What follows belongs to an exercise in optimizing a design on an open flow for small area; a production flow would make more cautious choices. Only simulation tests tie the RTL to the original design; equivalence was not proved. Power is estimated from default activity; no workload was simulated.

==> run F: inputs <==
Design mvm_top, start of the top module:
module mvm_top (
    input  logic         CLOCK_50,
    input  logic         reset_n,
    input  logic         in_valid,
    output logic         in_ready,
    input  logic [511:0] w,
    input  logic [63:0]  u,
    output logic         out_valid,
    input  logic         out_ready,
    output logic [63:0]  v,
    output logic [7:0]   sat_flag
);
    mvm_seq_sat u_mvm (
        .CLOCK_50 (CLOCK_50),
        .reset_n  (reset_n),
        .in_valid (in_valid),
        .in_ready (in_ready),
        .w        (w),
        .u        (u),
        .out_valid(out_valid),
        .out_ready(out_ready),
        .v        (v),
        .sat_flag (sat_flag)
    );
endmodule
==> module mvm_seq_sat, before the edit <==
module mvm_seq_sat (
    input  logic         CLOCK_50,
    input  logic         reset_n,
    input  logic         in_valid,
    output logic         in_ready,
    input  logic [511:0] w,
    input  logic [63:0]  u,
    output logic         out_valid,
    input  logic         out_ready,
    output logic [63:0]  v,
    output logic [7:0]   sat_flag
);
    logic        busy_q, done_q, fl_q, ph_q;
    logic [5:0]  cnt_q;
    logic [7:0]  wq [64];
    logic [7:0]  uq [8];
    logic [7:0]  fq;
    logic        load;
    logic        first, last, lastrow;
    logic [7:0]  acc_q;
    assign in_ready  = reset_n && !busy_q && !done_q && !fl_q && !ph_q;
    assign out_valid = done_q;
    assign load      = in_valid && in_ready;
    assign first     = (cnt_q[2:0] == 3'd0);
    assign last      = (cnt_q == 6'd63);
    assign lastrow   = (cnt_q[5:3] == 3'd7);
    assign acc_q     = wq[63];
    logic [7:0]  wh, uh, m, a, s, acc_n;
    logic [14:0] pn;
    logic        pov, sgn, sov;
    mul8s u_mul (
        .a (wh),
        .b (uh),
        .pn(pn)
    );
    always_comb begin
        wh     = wq[0] ^ {8{ph_q}};
        uh     = uq[0] ^ {8{ph_q}};
        pov    = !((&pn[14:7]) || !(|pn[14:7]));
        sgn    = wq[0][7] ^ uq[0][7];
        m      = pov ? {sgn, {7{!sgn}}} : ~pn[7:0];
        a      = first ? 8'd0 : acc_q;
        s      = a + m;
        sov    = (a[7] == m[7]) && (s[7] != a[7]);
        acc_n  = sov ? {a[7], {7{!a[7]}}} : s;
    end
    always_ff @(posedge CLOCK_50 or negedge reset_n) begin
        if (!reset_n) begin
            busy_q <= 1'b0;
            done_q <= 1'b0;
            fl_q   <= 1'b1;
            ph_q   <= 1'b0;
            cnt_q  <= 6'd0;
        end else begin
            ph_q  <= !ph_q;
            cnt_q <= cnt_q + {5'd0, busy_q | fl_q};
            if (load) begin
                busy_q <= 1'b1;
            end else if (busy_q && last) begin
                busy_q <= 1'b0;
                done_q <= 1'b1;
            end else if (done_q && out_ready) begin
                done_q <= 1'b0;
                fl_q   <= 1'b1;
            end else if (fl_q && last) begin
                fl_q <= 1'b0;
            end
        end
    end
    always_ff @(posedge CLOCK_50) begin
        for (int k = 0; k < 64; k++) begin
            if (!(done_q && (k % 8 == 7))) begin
                wq[k] <= ~(({8{load}} & w[k*8 +: 8]) |
                           ((k == 63) ? (busy_q ? ~acc_n : {8{ph_q}}) : wq[k+1]));
            end
        end
        for (int i = 0; i < 8; i++) begin
            uq[i] <= ~(({8{load}} & u[i*8 +: 8]) |
                       ((i == 7) ? (lastrow ? {8{ph_q}} : uq[0]) : uq[i+1]));
        end
        if (busy_q) begin
            if (first) begin
                for (int r = 0; r < 7; r++) begin
                    fq[r] <= fq[r+1];
                end
                fq[7] <= pov || sov;
            end else begin
                fq[7] <= fq[7] || pov || sov;
            end
        end
    end
    always_comb begin
        for (int r = 0; r < 8; r++) begin
            v[r*8 +: 8] = wq[r*8 + 7];
        end
        sat_flag = fq;
    end
endmodule
export LEC_CHECK = 0
export ABC_AREA = 1
export CAP_MARGIN = 20
export CORE_AREA = 4 4 236 236
export DIE_AREA = 0 0 240 240
export SLEW_MARGIN = 20
create_clock -name core_clock -period 32.0 [get_ports {CLOCK_50}]
standard.sh (not shown) runs the stock make flow with config.mk's settings and CLKGATE_MAP_FILE= SYNTH_SCRIPT=/design/flow/synth_recipe.tcl, a recipe that flattens the netlist after the stock synthesis.
==> flow/flow/run.sh <==
#!/bin/bash
set -euo pipefail
export PRE_GLOBAL_PLACE_TCL="$PWD/flow/downsize.tcl"
export BUFFER_PORTS_ARGS="-buffer_cell sky130_fd_sc_hd__buf_1"
export CTS_ARGS="-sink_clustering_enable -repair_clock_nets -dont_use_dummy_load -buf_list sky130_fd_sc_hd__clkbuf_8 -sink_clustering_size 16 -sink_clustering_max_diameter 100"
bash standard.sh finish > run_standard.log 2>&1
==> flow/flow/downsize.tcl <==
# Before global placement: give every combinational cell the smallest drive
# strength of its own cell family (same function and pins). Synthesis maps
# some gates at larger drives; at this clock period none needs it, and the
# later repair steps still buffer or resize wherever slew or capacitance
# requires it.
set block [ord::get_db_block]
set n 0
set saved 0.0
foreach inst [$block getInsts] {
  set master [$inst getMaster]
  set name [$master getName]
  if {![regexp {^(sky130_fd_sc_hd__[a-z0-9]+)_([0-9]+)$} $name -> base drive]} { continue }
  if {[regexp {df|dl|sdf|edf|tap|fill|decap|diode|conb|clkbuf|clkinv|clkdly} $base]} { continue }
  set area [expr {[$master getWidth] * [$master getHeight]}]
  set best $name
  set best_area $area
  foreach d {0 1 2 3 4 6 8 12 16} {
    set cand "${base}_$d"
    if {$cand eq $name} { continue }
    set m [[ord::get_db] findMaster $cand]
    if {$m eq "NULL" || $m eq ""} { continue }
    set lc [get_lib_cells -quiet */$cand]
    if {[llength $lc] == 0} { continue }
    if {[get_property $lc dont_use]} { continue }
    set a [expr {[$m getWidth] * [$m getHeight]}]
    if {$a < $best_area} { set best $cand; set best_area $a }
  }
  if {$best ne $name} {
    replace_cell [$inst getName] $best
    incr n
    set saved [expr {$saved + ($area - $best_area) / 1e6}]
  }
}
puts "downsize: resized $n cells, saved $saved um^2"
==> run B (differences from run F) <==
--- a/flow/design.v
+++ b/flow/design.v
@@ -15,18 +15,20 @@
     logic [7:0]  wq [64];
     logic [7:0]  uq [8];
+    logic [7:0]  acc_q;
+    logic        facc_q;
     logic [7:0]  fq;
     logic        load;
-    logic        first, last, lastrow;
-    logic [7:0]  acc_q;
+    logic        first, lastcol, last, lastrow, inj;
     assign in_ready  = reset_n && !busy_q && !done_q && !fl_q && !ph_q;
     assign out_valid = done_q;
     assign load      = in_valid && in_ready;
     assign first     = (cnt_q[2:0] == 3'd0);
+    assign lastcol   = (cnt_q[2:0] == 3'd7);
     assign last      = (cnt_q == 6'd63);
     assign lastrow   = (cnt_q[5:3] == 3'd7);
-    assign acc_q     = wq[63];
+    assign inj       = busy_q && lastcol;
     logic [7:0]  wh, uh, m, a, s, acc_n;
     logic [14:0] pn;
-    logic        pov, sgn, sov;
+    logic        pov, sgn, sov, flag_n;
     mul8s u_mul (
         .a (wh),
@@ -44,4 +46,5 @@
         sov    = (a[7] == m[7]) && (s[7] != a[7]);
         acc_n  = sov ? {a[7], {7{!a[7]}}} : s;
+        flag_n = (!first && facc_q) || pov || sov;
     end
     always_ff @(posedge CLOCK_50 or negedge reset_n) begin
@@ -72,5 +75,5 @@
             if (!(done_q && (k % 8 == 7))) begin
                 wq[k] <= ~(({8{load}} & w[k*8 +: 8]) |
-                           ((k == 63) ? (busy_q ? ~acc_n : {8{ph_q}}) : wq[k+1]));
+                           ((k == 63) ? (inj ? ~acc_n : {8{ph_q}}) : wq[k+1]));
             end
         end
@@ -79,13 +82,11 @@
                        ((i == 7) ? (lastrow ? {8{ph_q}} : uq[0]) : uq[i+1]));
         end
-        if (busy_q) begin
-            if (first) begin
-                for (int r = 0; r < 7; r++) begin
-                    fq[r] <= fq[r+1];
-                end
-                fq[7] <= pov || sov;
-            end else begin
-                fq[7] <= fq[7] || pov || sov;
+        acc_q  <= acc_n;
+        facc_q <= flag_n;
+        if (inj) begin
+            for (int r = 0; r < 7; r++) begin
+                fq[r] <= fq[r+1];
             end
+            fq[7] <= flag_n;
         end
     end
==> flow/flow/run.sh (replaced) <==
#!/bin/bash
set -euo pipefail
export PRE_GLOBAL_PLACE_TCL="$PWD/flow/downsize.tcl"
export BUFFER_PORTS_ARGS="-buffer_cell sky130_fd_sc_hd__buf_1"
export CTS_ARGS="-sink_clustering_enable -repair_clock_nets -dont_use_dummy_load -sink_clustering_size 35 -sink_clustering_max_diameter 100"
bash standard.sh finish > run_standard.log 2>&1
- CORE_AREA: 4 4 236 236 -> default
- CORE_MARGIN: default -> 2
- CORE_UTILIZATION: default -> 65
- DIE_AREA: 0 0 240 240 -> default
==> run X (differences from run F) <==
--- a/flow/design.v
+++ b/flow/design.v
@@ -15,18 +15,20 @@
     logic [7:0]  wq [64];
     logic [7:0]  uq [8];
+    logic [7:0]  acc_q;
+    logic        facc_q;
     logic [7:0]  fq;
     logic        load;
-    logic        first, last, lastrow;
-    logic [7:0]  acc_q;
+    logic        first, lastcol, last, lastrow, inj;
     assign in_ready  = reset_n && !busy_q && !done_q && !fl_q && !ph_q;
     assign out_valid = done_q;
     assign load      = in_valid && in_ready;
     assign first     = (cnt_q[2:0] == 3'd0);
+    assign lastcol   = (cnt_q[2:0] == 3'd7);
     assign last      = (cnt_q == 6'd63);
     assign lastrow   = (cnt_q[5:3] == 3'd7);
-    assign acc_q     = wq[63];
+    assign inj       = busy_q && lastcol;
     logic [7:0]  wh, uh, m, a, s, acc_n;
     logic [14:0] pn;
-    logic        pov, sgn, sov;
+    logic        pov, sgn, sov, flag_n;
     mul8s u_mul (
         .a (wh),
@@ -44,4 +46,5 @@
         sov    = (a[7] == m[7]) && (s[7] != a[7]);
         acc_n  = sov ? {a[7], {7{!a[7]}}} : s;
+        flag_n = (!first && facc_q) || pov || sov;
     end
     always_ff @(posedge CLOCK_50 or negedge reset_n) begin
@@ -72,5 +75,5 @@
             if (!(done_q && (k % 8 == 7))) begin
                 wq[k] <= ~(({8{load}} & w[k*8 +: 8]) |
-                           ((k == 63) ? (busy_q ? ~acc_n : {8{ph_q}}) : wq[k+1]));
+                           ((k == 63) ? (inj ? ~acc_n : {8{ph_q}}) : wq[k+1]));
             end
         end
@@ -79,13 +82,11 @@
                        ((i == 7) ? (lastrow ? {8{ph_q}} : uq[0]) : uq[i+1]));
         end
-        if (busy_q) begin
-            if (first) begin
-                for (int r = 0; r < 7; r++) begin
-                    fq[r] <= fq[r+1];
-                end
-                fq[7] <= pov || sov;
-            end else begin
-                fq[7] <= fq[7] || pov || sov;
+        acc_q  <= acc_n;
+        facc_q <= flag_n;
+        if (inj) begin
+            for (int r = 0; r < 7; r++) begin
+                fq[r] <= fq[r+1];
             end
+            fq[7] <= flag_n;
         end
     end
==> flow/flow/run.sh (replaced) <==
#!/bin/bash
set -euo pipefail
export PRE_GLOBAL_PLACE_TCL="$PWD/flow/downsize.tcl"
export BUFFER_PORTS_ARGS="-buffer_cell sky130_fd_sc_hd__buf_1"
export CTS_ARGS="-sink_clustering_enable -repair_clock_nets -dont_use_dummy_load -sink_clustering_size 25 -sink_clustering_max_diameter 100"
bash standard.sh finish > run_standard.log 2>&1
- CORE_AREA: 4 4 236 236 -> default
- CORE_MARGIN: default -> 2
- CORE_UTILIZATION: default -> 40
- DIE_AREA: 0 0 240 240 -> default
==> run H (differences from run F) <==
--- a/flow/design.v
+++ b/flow/design.v
@@ -15,7 +15,8 @@
     logic [7:0]  wq [64];
     logic [7:0]  uq [8];
+    logic        facc_q;
     logic [7:0]  fq;
     logic        load;
-    logic        first, last, lastrow;
+    logic        first, lastcol, last, lastrow, inj;
     logic [7:0]  acc_q;
     assign in_ready  = reset_n && !busy_q && !done_q && !fl_q && !ph_q;
@@ -23,10 +24,12 @@
     assign load      = in_valid && in_ready;
     assign first     = (cnt_q[2:0] == 3'd0);
+    assign lastcol   = (cnt_q[2:0] == 3'd7);
     assign last      = (cnt_q == 6'd63);
     assign lastrow   = (cnt_q[5:3] == 3'd7);
+    assign inj       = busy_q && lastcol;
     assign acc_q     = wq[63];
     logic [7:0]  wh, uh, m, a, s, acc_n;
     logic [14:0] pn;
-    logic        pov, sgn, sov;
+    logic        pov, sgn, sov, flag_n;
     mul8s u_mul (
         .a (wh),
@@ -44,4 +47,5 @@
         sov    = (a[7] == m[7]) && (s[7] != a[7]);
         acc_n  = sov ? {a[7], {7{!a[7]}}} : s;
+        flag_n = (!first && facc_q) || pov || sov;
     end
     always_ff @(posedge CLOCK_50 or negedge reset_n) begin
@@ -79,13 +83,10 @@
                        ((i == 7) ? (lastrow ? {8{ph_q}} : uq[0]) : uq[i+1]));
         end
-        if (busy_q) begin
-            if (first) begin
-                for (int r = 0; r < 7; r++) begin
-                    fq[r] <= fq[r+1];
-                end
-                fq[7] <= pov || sov;
-            end else begin
-                fq[7] <= fq[7] || pov || sov;
+        facc_q <= flag_n;
+        if (inj) begin
+            for (int r = 0; r < 7; r++) begin
+                fq[r] <= fq[r+1];
             end
+            fq[7] <= flag_n;
         end
     end
- CORE_AREA: 4 4 236 236 -> default
- CORE_MARGIN: default -> 2
- CORE_UTILIZATION: default -> 40
- DIE_AREA: 0 0 240 240 -> default
- PLACE_DENSITY: default -> 0.85
==> summary of the runs <==
Run X finished clean. Run B stopped in 3_2_place_iop. Run H finished clean. Run F finished with timing, DRC and antenna clean. Of run X and run F, run F has the higher sequential power (gap about 20%, measured against run F). In critical path depth, run F and run X do not differ. Worst hold slack: run F > run X > run H. Combinational power: run H > run F > run X. Against run X, the cell count of run F is higher by 2.9%. Between run H and run X, the lower via count is in run X (gap 2.2%, measured against run X). Clock power: run X is higher than run F (about 10%). Maximum frequency: run H > run F > run X. In count of clock-buffer cells in the layout, run F and run H do not differ. Non-clock buffer count, lowest first: run H, run X, run F.

==> static timing again, ports no longer ideal <==
The flow's constraints put no driver on any port. The routed layouts listed below were extracted and timed again, unchanged, in two steps.
Step 1: set_driving_cell puts a clkbuf_16 on CLOCK_50 and a buf_2 on each other input, an assumption about the parent block.
Step 2, shift: input delay + t, output delay - t, t = (earliest + latest rising clock arrival at the registers) / 2. This alone moves slack from input paths to output paths.
Three values: ideal, step 1, step 2; two values: the first two.
run | shift t [ns] | setup WS [ns] | worst hold slack (ns)
run F | 0.638 | 18.282 / 18.251 / 18.251 | 0.359 / 0.359 / 0.359
run X | 0.620 | 18.270 / 18.223 / 18.223 | 0.349 / 0.349 / 0.349
run H | 0.653 | 18.344 / 18.300 / 18.300 | 0.334 / 0.334 / 0.334
After both steps every run listed still meets setup and hold. The setup slack of run X, which loses most, moves by -0.047 ns with the drivers and by -0.047 ns with both steps.
